Context: an optimization exercise on an open-source flow, tuned for small area and a short achievable clock period. The choices shown serve that exercise and are no tape-out recipe.
Only simulation tests tie the RTL to the original design; equivalence was not proved.
No activity file was given, so power comes from the tool's default toggle rates.

==> inputs of harbor <==
==> flow/design.v <==
package rs_pkg;
    localparam int PR_WIDTH  = 6;
    localparam int ROB_WIDTH = 5;
    localparam int OP_WIDTH  = 4;
    localparam int AGE_WIDTH = 8;
    localparam int ALU_DEPTH = 4;
    localparam int MUL_DEPTH = 2;
    localparam int DIV_DEPTH = 2;
    localparam int NUM_CDB = 4;
    typedef enum logic [1:0] {
        unit_alu,
        unit_mul,
        unit_div
    } rs_unit_e;
    typedef struct packed {
        rs_unit_e              unit;
        logic [PR_WIDTH-1:0]   ps1;
        logic                  ps1_valid;
        logic [PR_WIDTH-1:0]   ps2;
        logic                  ps2_valid;
        logic [PR_WIDTH-1:0]   pd;
        logic [ROB_WIDTH-1:0]  rob_id;
        logic [OP_WIDTH-1:0]   op;
        logic [AGE_WIDTH-1:0]  age;
    } rs_dispatch_t;
    typedef struct packed {
        logic                  busy;
        logic [PR_WIDTH-1:0]   ps1;
        logic                  ps1_valid;
        logic [PR_WIDTH-1:0]   ps2;
        logic                  ps2_valid;
        logic [PR_WIDTH-1:0]   pd;
        logic [ROB_WIDTH-1:0]  rob_id;
        logic [OP_WIDTH-1:0]   op;
        logic [AGE_WIDTH-1:0]  age;
    } rs_entry_t;
    typedef struct packed {
        logic [PR_WIDTH-1:0]   ps1;
        logic [PR_WIDTH-1:0]   ps2;
        logic [PR_WIDTH-1:0]   pd;
        logic [ROB_WIDTH-1:0]  rob_id;
        logic [OP_WIDTH-1:0]   op;
    } rs_issue_t;
    typedef struct packed {
        logic                  valid;
        logic [PR_WIDTH-1:0]   pd;
    } cdb_t;
endpackage
module rs_wakeup (
    input  logic [5:0]  tag,
    input  logic [3:0]  cdb_valid,
    input  logic [23:0] cdb_pd,
    output logic        hit
);
    always_comb begin
        hit = 1'b0;
        for (int b = 0; b < 4; b++) begin
            hit = hit | (cdb_valid[b] && tag == cdb_pd[6*b +: 6]);
        end
    end
endmodule
module rs_station #(
    parameter int DEPTH        = 4,
    parameter bit OLDEST_FIRST = 1'b1
) (
    input  logic         clk,
    input  logic         kill,         
    input  logic         flush,
    input  logic         write,
    input  logic [5:0]   d_ps1,
    input  logic         d_ps1_rdy,    
    input  logic [5:0]   d_ps2,
    input  logic         d_ps2_rdy,
    input  logic [14:0]  d_rest,       
    input  logic [7:0]   d_age,
    input  logic [3:0]   cdb_valid,
    input  logic [23:0]  cdb_pd,
    input  logic         ready,
    output logic         issue_valid,
    output logic [26:0]  issue,
    output logic         full
);
    logic [DEPTH-1:0]        busy;
    logic [DEPTH-1:0][5:0]   ps1;
    logic [DEPTH-1:0][5:0]   ps2;
    logic [DEPTH-1:0]        v1;
    logic [DEPTH-1:0]        v2;
    logic [DEPTH-1:0][14:0]  rest;
    logic [DEPTH-1:0]        sel;
    logic                    any_rdy;
    logic [DEPTH-1:0]        hit1;
    logic [DEPTH-1:0]        hit2;
    logic [DEPTH-1:0]        alloc;
    logic [DEPTH-1:0]        busy_n;
    logic [DEPTH-1:0]        v1_n;
    logic [DEPTH-1:0]        v2_n;
    logic [DEPTH-1:0]        rdy_n;
    logic [DEPTH-1:0]        sel_n;
    logic [DEPTH*8-1:0]      age;
    logic [DEPTH*DEPTH-1:0]  older;
    logic [DEPTH*DEPTH-1:0]  older_n;
    for (genvar i = 0; i < DEPTH; i++) begin : g_wake
        rs_wakeup i_w1 (.tag(ps1[i]), .cdb_valid(cdb_valid), .cdb_pd(cdb_pd), .hit(hit1[i]));
        rs_wakeup i_w2 (.tag(ps2[i]), .cdb_valid(cdb_valid), .cdb_pd(cdb_pd), .hit(hit2[i]));
    end
    assign full        = &busy;
    assign issue_valid = any_rdy && ready && !flush;
    for (genvar i = 0; i < DEPTH; i++) begin : g_alloc
        if (i == 0) begin : g_first
            assign alloc[i] = !busy[i];
        end else begin : g_rest
            assign alloc[i] = !busy[i] & (&busy[i-1:0]);
        end
    end
    always_comb begin
        if (kill) begin
            busy_n = '0;
        end else begin
            busy_n = (busy & ~(sel & {DEPTH{ready}})) | (alloc & {DEPTH{write}});
        end
        for (int i = 0; i < DEPTH; i++) begin
            v1_n[i] = busy[i] ? (v1[i] | hit1[i]) : d_ps1_rdy;
            v2_n[i] = busy[i] ? (v2[i] | hit2[i]) : d_ps2_rdy;
        end
        rdy_n = busy_n & v1_n & v2_n;
    end
    if (OLDEST_FIRST) begin : g_age
        logic [DEPTH-1:0] a_lt;
        logic [DEPTH-1:0] a_gt;
        for (genvar k = 0; k < DEPTH; k++) begin : g_cmp
            rs_age_cmp i_cmp (.a(d_age), .b(age[8*k +: 8]), .lt(a_lt[k]), .gt(a_gt[k]));
        end
        for (genvar i = 0; i < DEPTH; i++) begin : g_row
            always_ff @(posedge clk) begin
                if (!busy[i]) begin
                    age[8*i +: 8] <= d_age;
                end
            end
            for (genvar j = i + 1; j < DEPTH; j++) begin : g_pair
                assign older_n[i*DEPTH+j] = !busy[i] ? !a_gt[j] :
                                            !busy[j] ? !a_lt[i] : older[i*DEPTH+j];
                always_ff @(posedge clk) begin
                    older[i*DEPTH+j] <= older_n[i*DEPTH+j];
                end
            end
        end
        for (genvar i = 0; i < DEPTH; i++) begin : g_sel
            logic [DEPTH-1:0] wins;
            for (genvar j = 0; j < DEPTH; j++) begin : g_w
                if (j < i) begin : g_lo
                    assign wins[j] = !rdy_n[j] | !older_n[j*DEPTH+i];
                end else if (j > i) begin : g_hi
                    assign wins[j] = !rdy_n[j] | older_n[i*DEPTH+j];
                end else begin : g_self
                    assign wins[j] = rdy_n[i];
                end
            end
            assign sel_n[i] = &wins;
        end
    end else begin : g_index
        for (genvar i = 0; i < DEPTH; i++) begin : g_sel
            if (i == 0) begin : g_first
                assign sel_n[i] = rdy_n[i];
            end else begin : g_rest
                assign sel_n[i] = rdy_n[i] & ~|rdy_n[i-1:0];
            end
        end
    end
    always_comb begin
        issue = '0;
        for (int i = 0; i < DEPTH; i++) begin
            issue = issue | ({27{sel[i]}} & {ps1[i], ps2[i], rest[i]});
        end
    end
    always_ff @(posedge clk) begin
        for (int i = 0; i < DEPTH; i++) begin
            if (!busy[i]) begin
                ps1[i]  <= d_ps1;
                ps2[i]  <= d_ps2;
                rest[i] <= d_rest;
            end
        end
        v1      <= v1_n;
        v2      <= v2_n;
        busy    <= busy_n;
        sel     <= sel_n;
        any_rdy <= |rdy_n;
    end
endmodule
module rs_age_cmp (
    input  logic [7:0] a,
    input  logic [7:0] b,
    output logic       lt,
    output logic       gt
);
    always_comb begin
        lt = 1'b0;
        gt = 1'b0;
        for (int i = 0; i < 8; i++) begin
            lt = (a[i] ^ b[i]) ? b[i] : lt;
            gt = (a[i] ^ b[i]) ? a[i] : gt;
        end
    end
endmodule
module rs_cluster (
    input  logic         clk,
    input  logic         reset,
    input  logic         flush,
    input  logic         dispatch_valid,
    input  logic [1:0]   dispatch_unit,
    input  logic [5:0]   dispatch_ps1,
    input  logic         dispatch_ps1_valid,
    input  logic [5:0]   dispatch_ps2,
    input  logic         dispatch_ps2_valid,
    input  logic [5:0]   dispatch_pd,
    input  logic [4:0]   dispatch_rob_id,
    input  logic [3:0]   dispatch_op,
    input  logic [7:0]   dispatch_age,
    input  logic [3:0]   cdb_valid,
    input  logic [23:0]  cdb_pd,
    input  logic         alu_ready,
    input  logic         mul_ready,
    input  logic         div_ready,
    output logic         alu_issue_valid,
    output logic         mul_issue_valid,
    output logic         div_issue_valid,
    output logic [26:0]  alu_issue,
    output logic [26:0]  mul_issue,
    output logic [26:0]  div_issue,
    output logic         alu_full,
    output logic         mul_full,
    output logic         div_full
);
    logic        kill;
    logic        in_hit1;
    logic        in_hit2;
    logic        d_ps1_rdy;
    logic        d_ps2_rdy;
    logic [14:0] d_rest;
    assign kill   = reset | flush;
    assign d_rest = {dispatch_pd, dispatch_rob_id, dispatch_op};
    rs_wakeup i_in1 (.tag(dispatch_ps1), .cdb_valid(cdb_valid), .cdb_pd(cdb_pd), .hit(in_hit1));
    rs_wakeup i_in2 (.tag(dispatch_ps2), .cdb_valid(cdb_valid), .cdb_pd(cdb_pd), .hit(in_hit2));
    assign d_ps1_rdy = dispatch_ps1_valid | in_hit1;
    assign d_ps2_rdy = dispatch_ps2_valid | in_hit2;
    rs_station #(.DEPTH(4), .OLDEST_FIRST(1'b1)) i_alu_station (
        .clk(clk), .kill(kill), .flush(flush),
        .write(dispatch_valid && dispatch_unit == 2'd0),
        .d_ps1(dispatch_ps1), .d_ps1_rdy(d_ps1_rdy),
        .d_ps2(dispatch_ps2), .d_ps2_rdy(d_ps2_rdy),
        .d_rest(d_rest), .d_age(dispatch_age),
        .cdb_valid(cdb_valid), .cdb_pd(cdb_pd),
        .ready(alu_ready),
        .issue_valid(alu_issue_valid), .issue(alu_issue), .full(alu_full)
    );
    rs_station #(.DEPTH(2), .OLDEST_FIRST(1'b0)) i_mul_station (
        .clk(clk), .kill(kill), .flush(flush),
        .write(dispatch_valid && dispatch_unit == 2'd1),
        .d_ps1(dispatch_ps1), .d_ps1_rdy(d_ps1_rdy),
        .d_ps2(dispatch_ps2), .d_ps2_rdy(d_ps2_rdy),
        .d_rest(d_rest), .d_age(dispatch_age),
        .cdb_valid(cdb_valid), .cdb_pd(cdb_pd),
        .ready(mul_ready),
        .issue_valid(mul_issue_valid), .issue(mul_issue), .full(mul_full)
    );
    rs_station #(.DEPTH(2), .OLDEST_FIRST(1'b0)) i_div_station (
        .clk(clk), .kill(kill), .flush(flush),
        .write(dispatch_valid && dispatch_unit == 2'd2),
        .d_ps1(dispatch_ps1), .d_ps1_rdy(d_ps1_rdy),
        .d_ps2(dispatch_ps2), .d_ps2_rdy(d_ps2_rdy),
        .d_rest(d_rest), .d_age(dispatch_age),
        .cdb_valid(cdb_valid), .cdb_pd(cdb_pd),
        .ready(div_ready),
        .issue_valid(div_issue_valid), .issue(div_issue), .full(div_full)
    );
endmodule
==> flow/flow/run.sh <==
#!/bin/bash
# The standard layout, with plain buf_1 cells as the port buffers and a clock
# tree without dummy loads.
set -euo pipefail
export BUFFER_PORTS_ARGS="-buffer_cell sky130_fd_sc_hd__buf_1"
export CTS_ARGS="-sink_clustering_enable -repair_clock_nets -dont_use_dummy_load -sink_clustering_size 16 -sink_clustering_max_diameter 120 -buf_list {sky130_fd_sc_hd__clkbuf_4 sky130_fd_sc_hd__clkbuf_8}"
bash standard.sh > standard_flow.log 2>&1
==> flow/standard.sh <==
#!/bin/bash
# synth_recipe.tcl (not shown) runs the flow's synth.tcl, then flattens the netlist and writes it again
# the make line also repeats each setting of config.mk as NAME=value (left out here)
make -C /OpenROAD-flow-scripts/flow DESIGN_CONFIG=/design/flow/config.mk WORK_HOME=/design/flow/orfs CLKGATE_MAP_FILE= SYNTH_SCRIPT=/design/flow/synth_recipe.tcl "${@:-finish}"
==> flow/config.mk <==
export PLATFORM = sky130hd
export DESIGN_NAME = rs_cluster
export DESIGN_NICKNAME = rs_cluster
export VERILOG_FILES = /design/flow/design.v
export SDC_FILE = /design/flow/constraint.sdc
export NUM_CORES = 4
export LEC_CHECK = 0
export CAP_MARGIN = 20
export CORE_MARGIN = 2
export CORE_UTILIZATION = 65
export PLACE_DENSITY = 0.75
export SETUP_SLACK_MARGIN = 5.0
export SLEW_MARGIN = 20
==> flow/constraint.sdc <==
create_clock -name core_clock -period 9.0 [get_ports {clk}]
set_input_delay 1.8000 -clock core_clock [delete_from_list [all_inputs] [get_ports {clk}]]
set_output_delay 1.8000 -clock core_clock [all_outputs]
set_load 0.01 [all_outputs]
==> pepper (differences from harbor) <==
==> flow/design.v, changed modules only <==
module rs_station #(
    parameter int DEPTH        = 4,
    parameter bit OLDEST_FIRST = 1'b1
) (
    input  logic         clk,
    input  logic         kill,         
    input  logic         flush,
    input  logic         write,
    input  logic [5:0]   d_ps1,
    input  logic         d_ps1_rdy,    
    input  logic [5:0]   d_ps2,
    input  logic         d_ps2_rdy,
    input  logic [14:0]  d_rest,       
    input  logic [7:0]   d_age,
    input  logic [3:0]   cdb_valid,
    input  logic [23:0]  cdb_pd,
    input  logic         ready,
    output logic         issue_valid,
    output logic [26:0]  issue,
    output logic         full
);
    logic [DEPTH-1:0]        busy;
    logic [DEPTH-1:0][5:0]   ps1;
    logic [DEPTH-1:0][5:0]   ps2;
    logic [DEPTH-1:0]        v1;
    logic [DEPTH-1:0]        v2;
    logic [DEPTH-1:0][14:0]  rest;
    logic [DEPTH-1:0]        sel;
    logic [DEPTH-1:0]        hit1;
    logic [DEPTH-1:0]        hit2;
    logic [DEPTH-1:0]        alloc;
    logic [DEPTH-1:0]        busy_n;
    logic [DEPTH-1:0]        v1_n;
    logic [DEPTH-1:0]        v2_n;
    logic [DEPTH-1:0]        rdy_n;
    logic [DEPTH-1:0]        sel_n;
    logic [DEPTH*8-1:0]      age;
    logic [DEPTH*DEPTH-1:0]  older;
    logic [DEPTH*DEPTH-1:0]  older_n;
    for (genvar i = 0; i < DEPTH; i++) begin : g_wake
        rs_wakeup i_w1 (.tag(ps1[i]), .cdb_valid(cdb_valid), .cdb_pd(cdb_pd), .hit(hit1[i]));
        rs_wakeup i_w2 (.tag(ps2[i]), .cdb_valid(cdb_valid), .cdb_pd(cdb_pd), .hit(hit2[i]));
    end
    assign full        = &busy;
    assign issue_valid = (|sel) && ready && !flush;
    for (genvar i = 0; i < DEPTH; i++) begin : g_alloc
        if (i == 0) begin : g_first
            assign alloc[i] = !busy[i];
        end else begin : g_rest
            assign alloc[i] = !busy[i] & (&busy[i-1:0]);
        end
    end
    always_comb begin
        if (kill) begin
            busy_n = '0;
        end else begin
            busy_n = (busy & ~(sel & {DEPTH{ready}})) | (alloc & {DEPTH{write}});
        end
        for (int i = 0; i < DEPTH; i++) begin
            v1_n[i] = busy[i] ? (v1[i] | hit1[i]) : d_ps1_rdy;
            v2_n[i] = busy[i] ? (v2[i] | hit2[i]) : d_ps2_rdy;
        end
        rdy_n = busy_n & v1_n & v2_n;
    end
    if (OLDEST_FIRST) begin : g_age
        logic [DEPTH-1:0] beats;
        for (genvar k = 0; k < DEPTH; k++) begin : g_cmp
            logic tie;
            if (k == 0) begin : g_first
                assign tie = 1'b0;
            end else begin : g_rest
                assign tie = !(&busy[k-1:0]);
            end
            rs_age_cmp i_cmp (.a(d_age), .b(age[8*k +: 8]), .tie(tie), .lt(beats[k]));
        end
        for (genvar i = 0; i < DEPTH; i++) begin : g_row
            always_ff @(posedge clk) begin
                if (!busy[i]) begin
                    age[8*i +: 8] <= d_age;
                end
            end
            for (genvar j = i + 1; j < DEPTH; j++) begin : g_pair
                assign older_n[i*DEPTH+j] = !busy[i] ? beats[j] :
                                            !busy[j] ? !beats[i] : older[i*DEPTH+j];
                always_ff @(posedge clk) begin
                    older[i*DEPTH+j] <= older_n[i*DEPTH+j];
                end
            end
        end
        for (genvar i = 0; i < DEPTH; i++) begin : g_sel
            logic [DEPTH-1:0] wins;
            for (genvar j = 0; j < DEPTH; j++) begin : g_w
                if (j < i) begin : g_lo
                    assign wins[j] = !rdy_n[j] | !older_n[j*DEPTH+i];
                end else if (j > i) begin : g_hi
                    assign wins[j] = !rdy_n[j] | older_n[i*DEPTH+j];
                end else begin : g_self
                    assign wins[j] = rdy_n[i];
                end
            end
            assign sel_n[i] = &wins;
        end
    end else begin : g_index
        for (genvar i = 0; i < DEPTH; i++) begin : g_sel
            if (i == 0) begin : g_first
                assign sel_n[i] = rdy_n[i];
            end else begin : g_rest
                assign sel_n[i] = rdy_n[i] & ~|rdy_n[i-1:0];
            end
        end
    end
    always_comb begin
        issue = '0;
        for (int i = 0; i < DEPTH; i++) begin
            issue = issue | ({27{sel[i]}} & {ps1[i], ps2[i], rest[i]});
        end
    end
    always_ff @(posedge clk) begin
        for (int i = 0; i < DEPTH; i++) begin
            if (!busy[i]) begin
                ps1[i]  <= d_ps1;
                ps2[i]  <= d_ps2;
                rest[i] <= d_rest;
            end
        end
        v1      <= v1_n;
        v2      <= v2_n;
        busy    <= busy_n;
        sel     <= sel_n;
    end
endmodule
module rs_age_cmp (
    input  logic [7:0] a,
    input  logic [7:0] b,
    input  logic       tie,
    output logic       lt
);
    always_comb begin
        lt = tie;
        for (int i = 0; i < 8; i++) begin
            lt = (a[i] ^ b[i]) ? b[i] : lt;
        end
    end
endmodule
==> flow/flow/run.sh (replaced) <==
#!/bin/bash
# The standard layout, with plain buf_1 cells as the port buffers, a clock
# tree without dummy loads and the ready/flush/issue_valid ports side by side.
set -euo pipefail
export BUFFER_PORTS_ARGS="-buffer_cell sky130_fd_sc_hd__buf_1"
export CTS_ARGS="-sink_clustering_enable -repair_clock_nets -dont_use_dummy_load -sink_clustering_size 24 -sink_clustering_max_diameter 150 -buf_list {sky130_fd_sc_hd__clkbuf_8 sky130_fd_sc_hd__clkbuf_16}"
export PRE_IO_PLACEMENT_TCL="$(pwd)/flow/io.tcl"
bash standard.sh > standard_flow.log 2>&1
==> flow/flow/io.tcl (new file) <==
# Keep the ports of the paths from inputs straight to outputs (unit ready and
# flush to issue_valid) next to each other.
set_io_pin_constraint -group -order -pin_names {alu_issue_valid alu_ready flush mul_ready mul_issue_valid div_ready div_issue_valid}
==> juniper (differences from harbor) <==
==> flow/design.v, changed modules only <==
module rs_station #(
    parameter int DEPTH        = 4,
    parameter bit OLDEST_FIRST = 1'b1
) (
    input  logic         clk,
    input  logic         kill,         
    input  logic         flush,
    input  logic         write,
    input  logic [5:0]   d_ps1,
    input  logic         d_ps1_rdy,    
    input  logic [5:0]   d_ps2,
    input  logic         d_ps2_rdy,
    input  logic [14:0]  d_rest,       
    input  logic [7:0]   d_age,
    input  logic [3:0]   cdb_valid,
    input  logic [23:0]  cdb_pd,
    input  logic         ready,
    output logic         issue_valid,
    output logic [26:0]  issue,
    output logic         full
);
    logic [DEPTH-1:0]        busy;
    logic [DEPTH-1:0][5:0]   ps1;
    logic [DEPTH-1:0][5:0]   ps2;
    logic [DEPTH-1:0]        v1;
    logic [DEPTH-1:0]        v2;
    logic [DEPTH-1:0][14:0]  rest;
    logic [DEPTH-1:0]        sel;
    logic [DEPTH-1:0]        hit1;
    logic [DEPTH-1:0]        hit2;
    logic [DEPTH-1:0]        alloc;
    logic [DEPTH-1:0]        busy_n;
    logic [DEPTH-1:0]        v1_n;
    logic [DEPTH-1:0]        v2_n;
    logic [DEPTH-1:0]        rdy_n;
    logic [DEPTH-1:0]        sel_n;
    logic [DEPTH*8-1:0]      age;
    logic [DEPTH*DEPTH-1:0]  older;
    logic [DEPTH*DEPTH-1:0]  older_n;
    for (genvar i = 0; i < DEPTH; i++) begin : g_wake
        rs_wakeup i_w1 (.tag(ps1[i]), .cdb_valid(cdb_valid), .cdb_pd(cdb_pd), .hit(hit1[i]));
        rs_wakeup i_w2 (.tag(ps2[i]), .cdb_valid(cdb_valid), .cdb_pd(cdb_pd), .hit(hit2[i]));
    end
    assign full        = &busy;
    assign issue_valid = (|sel) && ready && !flush;
    for (genvar i = 0; i < DEPTH; i++) begin : g_alloc
        if (i == 0) begin : g_first
            assign alloc[i] = !busy[i];
        end else begin : g_rest
            assign alloc[i] = !busy[i] & (&busy[i-1:0]);
        end
    end
    always_comb begin
        if (kill) begin
            busy_n = '0;
        end else begin
            busy_n = (busy & ~(sel & {DEPTH{ready}})) | (alloc & {DEPTH{write}});
        end
        for (int i = 0; i < DEPTH; i++) begin
            v1_n[i] = busy[i] ? (v1[i] | hit1[i]) : d_ps1_rdy;
            v2_n[i] = busy[i] ? (v2[i] | hit2[i]) : d_ps2_rdy;
        end
        rdy_n = busy_n & v1_n & v2_n;
    end
    if (OLDEST_FIRST) begin : g_age
        logic [DEPTH-1:0] beats;
        for (genvar k = 0; k < DEPTH; k++) begin : g_cmp
            logic tie;
            if (k == 0) begin : g_first
                assign tie = 1'b0;
            end else begin : g_rest
                assign tie = !(&busy[k-1:0]);
            end
            rs_age_cmp i_cmp (.a(d_age), .b(age[8*k +: 8]), .tie(tie), .lt(beats[k]));
        end
        for (genvar i = 0; i < DEPTH; i++) begin : g_row
            always_ff @(posedge clk) begin
                if (!busy[i]) begin
                    age[8*i +: 8] <= d_age;
                end
            end
            for (genvar j = i + 1; j < DEPTH; j++) begin : g_pair
                assign older_n[i*DEPTH+j] = !busy[i] ? beats[j] :
                                            !busy[j] ? !beats[i] : older[i*DEPTH+j];
                always_ff @(posedge clk) begin
                    older[i*DEPTH+j] <= older_n[i*DEPTH+j];
                end
            end
        end
        for (genvar i = 0; i < DEPTH; i++) begin : g_sel
            logic [DEPTH-1:0] wins;
            for (genvar j = 0; j < DEPTH; j++) begin : g_w
                if (j < i) begin : g_lo
                    assign wins[j] = !rdy_n[j] | !older_n[j*DEPTH+i];
                end else if (j > i) begin : g_hi
                    assign wins[j] = !rdy_n[j] | older_n[i*DEPTH+j];
                end else begin : g_self
                    assign wins[j] = rdy_n[i];
                end
            end
            assign sel_n[i] = &wins;
        end
    end else begin : g_index
        for (genvar i = 0; i < DEPTH; i++) begin : g_sel
            if (i == 0) begin : g_first
                assign sel_n[i] = rdy_n[i];
            end else begin : g_rest
                assign sel_n[i] = rdy_n[i] & ~|rdy_n[i-1:0];
            end
        end
    end
    always_comb begin
        issue = '0;
        for (int i = 0; i < DEPTH; i++) begin
            issue = issue | ({27{sel[i]}} & {ps1[i], ps2[i], rest[i]});
        end
    end
    always_ff @(posedge clk) begin
        for (int i = 0; i < DEPTH; i++) begin
            if (!busy[i]) begin
                ps1[i]  <= d_ps1;
                ps2[i]  <= d_ps2;
                rest[i] <= d_rest;
            end
        end
        v1      <= v1_n;
        v2      <= v2_n;
        busy    <= busy_n;
        sel     <= sel_n;
    end
endmodule
module rs_age_cmp (
    input  logic [7:0] a,
    input  logic [7:0] b,
    input  logic       tie,
    output logic       lt
);
    always_comb begin
        lt = tie;
        for (int i = 0; i < 8; i++) begin
            lt = (a[i] ^ b[i]) ? b[i] : lt;
        end
    end
endmodule
==> flow/flow/run.sh (replaced) <==
#!/bin/bash
# The standard layout, with plain buf_1 cells as the port buffers, a clock
# tree without dummy loads and the ready/flush/issue_valid ports side by side.
set -euo pipefail
export BUFFER_PORTS_ARGS="-buffer_cell sky130_fd_sc_hd__buf_1"
export CTS_ARGS="-sink_clustering_enable -repair_clock_nets -dont_use_dummy_load -sink_clustering_size 14 -sink_clustering_max_diameter 100 -buf_list {sky130_fd_sc_hd__clkbuf_8}"
export PRE_IO_PLACEMENT_TCL="$(pwd)/flow/io.tcl"
bash standard.sh > standard_flow.log 2>&1
==> flow/flow/io.tcl (new file) <==
# Keep the ports of the paths from inputs straight to outputs (unit ready and
# flush to issue_valid) next to each other.
set_io_pin_constraint -group -order -pin_names {alu_issue_valid alu_ready flush mul_ready mul_issue_valid div_ready div_issue_valid}
==> results.txt <==
Global-route usage, highest first: harbor, juniper, pepper. Of harbor and juniper, juniper has the higher combinational power (gap about 1%, measured against juniper). The highest clock skew belongs to harbor, the lowest to pepper. Sequential share of layout area, highest first: harbor, juniper, pepper.

[re-timing with driven ports]
The flow's constraints put no driver on any port. The routed layouts listed below were extracted and timed again, unchanged, in two steps. Step 1 sets driving cells, clkbuf_16 on the clock port and buf_2 on the other inputs (assumed; they add their load-dependent delay and slew). Step 2 also shifts input and output timing later by t, the mid clock arrival at the registers, as if the neighbouring blocks saw the same clock. Slacks: no drivers / after step 1 / after step 2; pairs: no drivers / after step 1.
| run | shift t [ns] | setup slack, ns | hold slack, ns | worst setup path at the end | slew at the worst register clock pin (ns) |
|---|---|---|---|---|---|
| harbor | 0.574 | 4.893 / 4.847 / 4.564 | 0.558 / 0.558 / 0.558 | input to register | 0.12 / 0.12 |
| pepper | 0.534 | 4.994 / 4.954 / 4.563 | 0.554 / 0.554 / 0.554 | input to register | 0.11 / 0.11 |
| juniper | 0.577 | 5.015 / 4.971 / 4.600 | 0.556 / 0.556 / 0.556 | input to register | 0.10 / 0.10 |
After both steps every run listed still meets setup and hold. The setup slack of pepper, which loses most, moves by -0.040 ns with the drivers and by -0.431 ns with both steps.
